This design comes from an exercise in tuning for small area, a short achievable clock period and few clock cycles per item on the open sky130 flow, not from production work. In this exercise RTL edits were held to simulation tests only and were not proved equivalent to the original.

--- design/flow/run.sh ---
#!/bin/bash
# synth_recipe.tcl (not shown) runs the flow's synth.tcl, then flattens the netlist and writes it again
# the make line also repeats each setting of config.mk as NAME=value (left out here)
make -C /OpenROAD-flow-scripts/flow DESIGN_CONFIG=/design/flow/config.mk WORK_HOME=/design/flow/orfs CLKGATE_MAP_FILE= SYNTH_SCRIPT=/design/flow/synth_recipe.tcl finish
--- design/flow/config.mk ---
export PLATFORM = sky130hd
export DESIGN_NAME = conv_requant_packer
export DESIGN_NICKNAME = conv_requant_packer
export VERILOG_FILES = /design/flow/design.v
export SDC_FILE = /design/flow/constraint.sdc
export NUM_CORES = 4
export LEC_CHECK = 0
export CAP_MARGIN = 20
export CORE_MARGIN = 2
export CORE_UTILIZATION = 40
export SLEW_MARGIN = 20
--- design/flow/constraint.sdc ---
create_clock -name core_clock -period 7.5 [get_ports {clk}]
set_input_delay 1.5000 -clock core_clock [delete_from_list [all_inputs] [get_ports {clk}]]
set_output_delay 1.5000 -clock core_clock [all_outputs]
set_load 0.01 [all_outputs]
--- design/flow/design.v ---
module conv_requant_packer #(
  parameter int DATA_WIDTH = 8,
  parameter int ACC_WIDTH  = 32,
  parameter int BUS_WIDTH  = 128,
  parameter int ADDR_WIDTH = 18
) (
  input  logic                  clk,
  input  logic                  rst,
  input  logic                  start,
  input  logic [ADDR_WIDTH-1:0] cfg_base_addr,
  input  logic [15:0]           cfg_scale,
  input  logic [4:0]            cfg_shift,
  input  logic [1:0]            cfg_act_mode,
  input  logic [DATA_WIDTH-1:0] cfg_clip_max,
  output logic                  busy,
  output logic                  done,
  input  logic                  in_valid,
  output logic                  in_ready,
  input  logic [ACC_WIDTH-1:0]  in_acc,
  input  logic [ACC_WIDTH-1:0]  in_bias,
  input  logic                  in_last,
  output logic                  out_valid,
  input  logic                  out_ready,
  output logic [ADDR_WIDTH-1:0] out_addr,
  output logic [BUS_WIDTH-1:0]  out_data,
  output logic                  out_last,
  output logic [15:0]           sat_count
);
  localparam int LANES  = BUS_WIDTH / DATA_WIDTH;
  localparam int IDX_W  = $clog2(LANES);
  localparam int PROD_W = ACC_WIDTH + 16;
  logic busy_q, run_q;
  logic [15:0]           cfg_scale_q;
  logic [4:0]            cfg_shift_q;
  logic [1:0]            cfg_mode_q;
  logic signed [DATA_WIDTH-1:0] cfg_clip_q;
  logic [ADDR_WIDTH-1:0] addr_q;
  logic                        s1_valid_q, s1_last_q;
  logic signed [ACC_WIDTH-1:0] s1_b_q;
  logic                        s2_valid_q, s2_last_q;
  logic signed [PROD_W-1:0]    s2_p_q;
  logic [BUS_WIDTH-1:0]  word_q;
  logic [IDX_W-1:0]      idx_q;
  logic                  out_valid_q, out_last_q;
  logic stall, adv, accept, out_hs, start_ok, fin, wr, word_done;
  assign out_hs    = out_valid_q & out_ready;
  assign stall     = out_valid_q & ~out_ready;
  assign adv       = ~stall;
  assign in_ready  = run_q & adv;
  assign accept    = in_valid & in_ready;
  assign start_ok  = start & ~busy_q;
  assign fin       = out_hs & out_last_q;
  assign busy      = busy_q;
  assign done      = fin;
  assign out_valid = out_valid_q;
  assign out_addr  = addr_q;
  assign out_data  = word_q;
  assign out_last  = out_last_q;
  logic [ACC_WIDTH:0]   acc_sum;
  logic [ACC_WIDTH-1:0] acc_sat;
  always_comb begin
    acc_sum = {in_acc[ACC_WIDTH-1], in_acc} + {in_bias[ACC_WIDTH-1], in_bias};
    acc_sat = acc_sum[ACC_WIDTH-1:0];
    if (acc_sum[ACC_WIDTH] != acc_sum[ACC_WIDTH-1])
      acc_sat = {acc_sum[ACC_WIDTH], {(ACC_WIDTH-1){~acc_sum[ACC_WIDTH]}}};
  end
  logic [31:0]              rnd;
  logic signed [16:0]       scale_s;
  logic signed [32:0]       rnd_s;
  logic signed [PROD_W-1:0] prod;
  always_comb begin
    rnd = '0;
    if (cfg_shift_q != 5'd0) rnd[cfg_shift_q - 5'd1] = 1'b1;
    scale_s = {1'b0, cfg_scale_q};
    rnd_s   = {1'b0, rnd};
    prod    = s1_b_q * scale_s + rnd_s;
  end
  logic [38:0]           lowbits;
  logic [7:0]            r8;
  logic [40:0]           hmask;
  logic                  sat, neg;
  logic signed [7:0]     q_val, act_val;
  always_comb begin
    lowbits = s2_p_q[38:0] >> cfg_shift_q;
    r8      = lowbits[7:0];
    for (int i = 0; i < 41; i++) hmask[i] = (i >= 32'(cfg_shift_q));
    neg = s2_p_q[PROD_W-1];
    sat = |((s2_p_q[PROD_W-1:7] ^ {41{neg}}) & hmask);
    if (sat) q_val = neg ? 8'sh80 : 8'sh7f;
    else     q_val = r8;
    act_val = q_val;
    if (cfg_mode_q == 2'b01 || cfg_mode_q == 2'b10) begin
      if (q_val[7]) act_val = '0;
      if (cfg_mode_q == 2'b10 && act_val > cfg_clip_q) act_val = cfg_clip_q;
    end
  end
  assign wr        = s2_valid_q & adv;
  assign word_done = (idx_q == IDX_W'(LANES - 1)) | s2_last_q;
  always_ff @(posedge clk) begin
    if (rst) begin
      busy_q      <= 1'b0;
      run_q       <= 1'b0;
      s1_valid_q  <= 1'b0;
      s2_valid_q  <= 1'b0;
      out_valid_q <= 1'b0;
      idx_q       <= '0;
    end else begin
      if (start_ok) begin
        busy_q <= 1'b1;
        run_q  <= 1'b1;
      end
      if (accept && in_last) run_q <= 1'b0;
      if (fin) busy_q <= 1'b0;
      if (adv) begin
        s1_valid_q <= accept;
        s2_valid_q <= s1_valid_q;
      end
      if (wr) begin
        if (word_done) idx_q <= '0;
        else           idx_q <= idx_q + IDX_W'(1);
      end
      if (wr && word_done) out_valid_q <= 1'b1;
      else if (out_hs)     out_valid_q <= 1'b0;
    end
  end
  always_ff @(posedge clk) begin
    if (start_ok) begin
      cfg_scale_q <= cfg_scale;
      cfg_shift_q <= cfg_shift;
      cfg_mode_q  <= cfg_act_mode;
      cfg_clip_q  <= cfg_clip_max;
    end
    if (start_ok)    addr_q <= cfg_base_addr;
    else if (out_hs) addr_q <= addr_q + ADDR_WIDTH'(1);
    if (adv) begin
      s1_b_q    <= acc_sat;
      s1_last_q <= in_last;
      s2_p_q    <= prod;
      s2_last_q <= s1_last_q;
    end
    if (wr && word_done) out_last_q <= s2_last_q;
    for (int l = 0; l < LANES; l++) begin
      if (wr && idx_q == IDX_W'(l))
        word_q[l*DATA_WIDTH +: DATA_WIDTH] <= act_val;
      else if (wr && idx_q == '0)
        word_q[l*DATA_WIDTH +: DATA_WIDTH] <= '0;
    end
  end
  logic [15:0] sat_cnt_q;
  always_ff @(posedge clk) begin
    if (rst)                                  sat_cnt_q <= '0;
    else if (start_ok)                        sat_cnt_q <= '0;
    else if (wr && sat && sat_cnt_q != 16'hFFFF) sat_cnt_q <= sat_cnt_q + 16'd1;
  end
  assign sat_count = sat_cnt_q;
endmodule
==> flow_summary.toml <==
[setup_path]
critPathMaxStageDelay_ns = 0.52
critPathKind = "flop to flop"
cpMostUsedCell = "fa_1"
cp.required_ns = 7.81
endpoint_kind = "flop"
worst_setup_path_start_kind = "flop"
slowest_stage = "fa_1"
crit_fanout = 8
cp.arrival_ns = 7.47

[cells_and_area]
final_layout_size_suffix_gt1_share_pct = 6.44
antenna_cells = 0
layout.nets = 4533
area_delta_synth_final_pct = 15.5
utilization_pct = 46.8
post-route-cell-area_um2 = 40000

[place]
place_area_um2 = 38700
portBuffers = 285
gp_congestion = 0.869
post-dp-hpwl_um = 70700

[cts]
cts_tree = "done"
clock_latency_ns = 0.57
cts_sinks = 285
cts_buffers = 36
clockBufferDepth = 3
clkTransAtPathRegs_ns = 0.07
htree_levels = 2
root_buffer = "clkbuf_16"

[timing]
setup_violations = 0
max_freq_ghz = 0.140
layout_min_cycle_time_ns = 7.16
slew_headroom_pct = 33.3
tns_ns = 0
skew_ns = 0.0299
tightest_slew_ns = 1.00
final-hold-violation-count = 0
finalCritPeriodShare_pct = 95.5
finalMaxSlewViolations = 0

[synth]
netlist_area_um2 = 34700
synth_top_flop_cell = "edfxtp_1"
synth.area.top_cells = "fa_1, edfxtp_1, inv_1"
synth_top_area_share_pct = 29.8
netlist_instances = 3534
ys_ff_latch = 285
async_reset_ff_share_pct = 0
synth_area_leader_cell = "fa_1"
synth_edf_count = 260
syn_avg_cell_area_um2 = 9.81
yosysSeqAreaShare_pct = 24.0
yosys_warnings = 1
ys_types = 82
synth_nets = 4336

[die]
dieArea_um2 = 89000
die_x_um = 298
coreArea_um2 = 85500
die_h_um = 298
pin_count = 286
initial_core_util_pct = 40.5
row_count = 107

[grt]
grt_pass1_vias = 26500
grt_max_degree = 113
antenna_found_initial = 3
grt-ovfl-total = 0
grt_pass1_wl_um = 146000
track_usage_pct = 20.5

[drt]
drt-pass1-iter-count = 5
postRouteWirelength_um = 90200
wire_per_inst_um = 18.4
drtIter0Drc = 1701
ant_nets = 0
routed_via_density = 5.23
via_count = 25600
drc = 0

[run]
drv_cap = 0

[outcome]
status = "complete, no violations"

[min_path]
min_path_type = "flop to flop"
-- placed cells by master, fill, tap and decap left out, types with 17 or more instances in the layout --
cell type        Yosys  routed
o21a_1              20      20
mux4_2              48      48
fa_1               516     516
ha_1               167     162
nor2_1             102      98
nand4_1             24      24
a21o_1              28      28
and2_1             224     224
buf_4               14      78
xor2_1              41      41
nand3_1            144     143
xnor2_1             73      72
or3_1               17      17
clkdlybuf4s50_1      0     285
nand2_1            467     467
dfxtp_1             25      25
nor3_1              26      26
a21oi_1            101      99
edfxtp_1           260     260
clkbuf_16            0      36
inv_1              603     603
o21ai_0             92      89
nor2b_1             22      21
o31ai_1            117     116
and3_1              25      25
-- registers in the layout, summed over array words and instances, names as in the netlist, 2 cells and up --
| register | flops |
|---|---|
| cfg_scale_q | 16 |
| cfg_mode_q | 2 |
| addr_q | 18 |
| s2_p_q | 48 |
| sat_cnt_q | 16 |
| cfg_clip_q | 8 |
| s1_b_q | 32 |
| idx_q | 4 |
| cfg_shift_q | 5 |
| word_q | 128 |
-- per-layer routing --
metal  global-route usage [%]  share of wire, %  routed length, µm  vias up
met5                        0            0.0078                  7        -
met4                     6.38               2.6               2390        2
met3                     2.65               6.1               5470      141
met2                     34.1                48              43000      879
met1                     27.9                44              39300    12700
li1                         -                 -                  -    11900
-- critical path: cells and delay by family, from the launching register on --
kind	cells	cell delay (ns)
AOI/OAI and AO/OA	4	0.98
adders and majority gates	6	2.97
and+or+nand+nor	9	1.44
buffers and inverters	7	0.82
DFF	1	0.42
xor gates and xnor gates	2	0.26
-- synthesized netlist by cell type (11+ instances only) --
cell type / count
buf_4: 14
a21o_1: 28
dfxtp_1: 25
nor3_1: 26
o21ai_0: 92
fa_1: 516
nand3_1: 144
edfxtp_1: 260
nor2_1: 102
xnor2_1: 73
and3_1: 25
a21oi_1: 101
clkbuf_1: 167
o31ai_1: 117
ha_1: 167
inv_1: 603
nor2b_1: 22
xor2_1: 41
nand2_1: 467
o21bai_1: 16
buf_2: 15
and2_1: 224
nand2b_1: 11
nand4_1: 24
mux4_2: 48
a211oi_1: 13
or3_1: 17
o21a_1: 20
-- cells by family (layout without fill, tap and decap cells) --
group           count (synthesis)  in the layout  synth area share [%]
buf+inv                       812           1035                  9.17
fa+ha+maj                     692            692                  36.1
xor+xnor                      114            114                  2.88
simple gates                 1094           1094                  15.1
compound gates                478            478                  9.23
flops                         285            285                  24.0
mux                            59             59                  3.51
-- layout make-up --
class / count / area, µm²
clock buffer: 45 / 935
timing repair buffer: 368 / 3540
clock inverter: 19 / 188
sequential: 285 / 8310
tap: 1144 / 1430
fill: 8022 / 45500
inverter: 603 / 2260
multi-input combinational: 2437 / 23400
-- through the flow --
stage / hold WS [ns] / instances / setup WS (ns)
2_1_floorplan: 0.400 / 3534 / 0.0327
3_3_place_gp: 0.405 / 4834 / 0.102
3_5_place_dp: 0.408 / 4834 / 0.0289
4_1_cts: 0.440 / 4898 / 0.0144
5_1_grt: 0.448 / 4901 / -0.0324
6_report: 0.433 / 4901 / 0.336
-- worst paths after layout --
| path | startpoint | end | slack (ns) | depth (start not counted) |
|---|---|---|---|---|
| worst max-delay path | cfg_shift_q[1] | s2_p_q[47] | 0.34 | 28 |
| worst min-delay path | s1_last_q | s2_last_q | 0.43 | 0 |
| worst max register to register | cfg_shift_q[1] | s2_p_q[47] | 0.34 | 28 |
| worst min register to register | s1_last_q | s2_last_q | 0.43 | 0 |
-- repair_timing --
item	in CTS	in global routing
hold buffers	0	0
buffers inserted	0	2
resized for setup	1	29
pin swaps	0	5
endpoints found under the setup margin	2	15
Testbench counts, summed over its fixed seeds: cycles 9,439, items 9,247.

static timing again, ports no longer ideal:
Ports are ideal in the flow. The routed layout listed here was re-timed in OpenROAD. Step 1, drivers: a clkbuf_16 drives clk and a buf_2 each remaining input, both assumed. Step 2 also shifts input and output timing later by t, the mid clock arrival at the registers, as if the neighbouring blocks saw the same clock. Slacks: ideal ports / drivers / drivers and shift; pairs: ideal ports / drivers.
t, ns: 0.626
slack for setup (ns): 0.336 / 0.336 / 0.336
worst setup path after step 2: register to register
worst register clock-pin slew, ns: 0.07 / 0.07
After both steps setup and hold are still met in this run. The setup slack of this run moves by 0.000 ns with the drivers and by 0.000 ns with both steps.
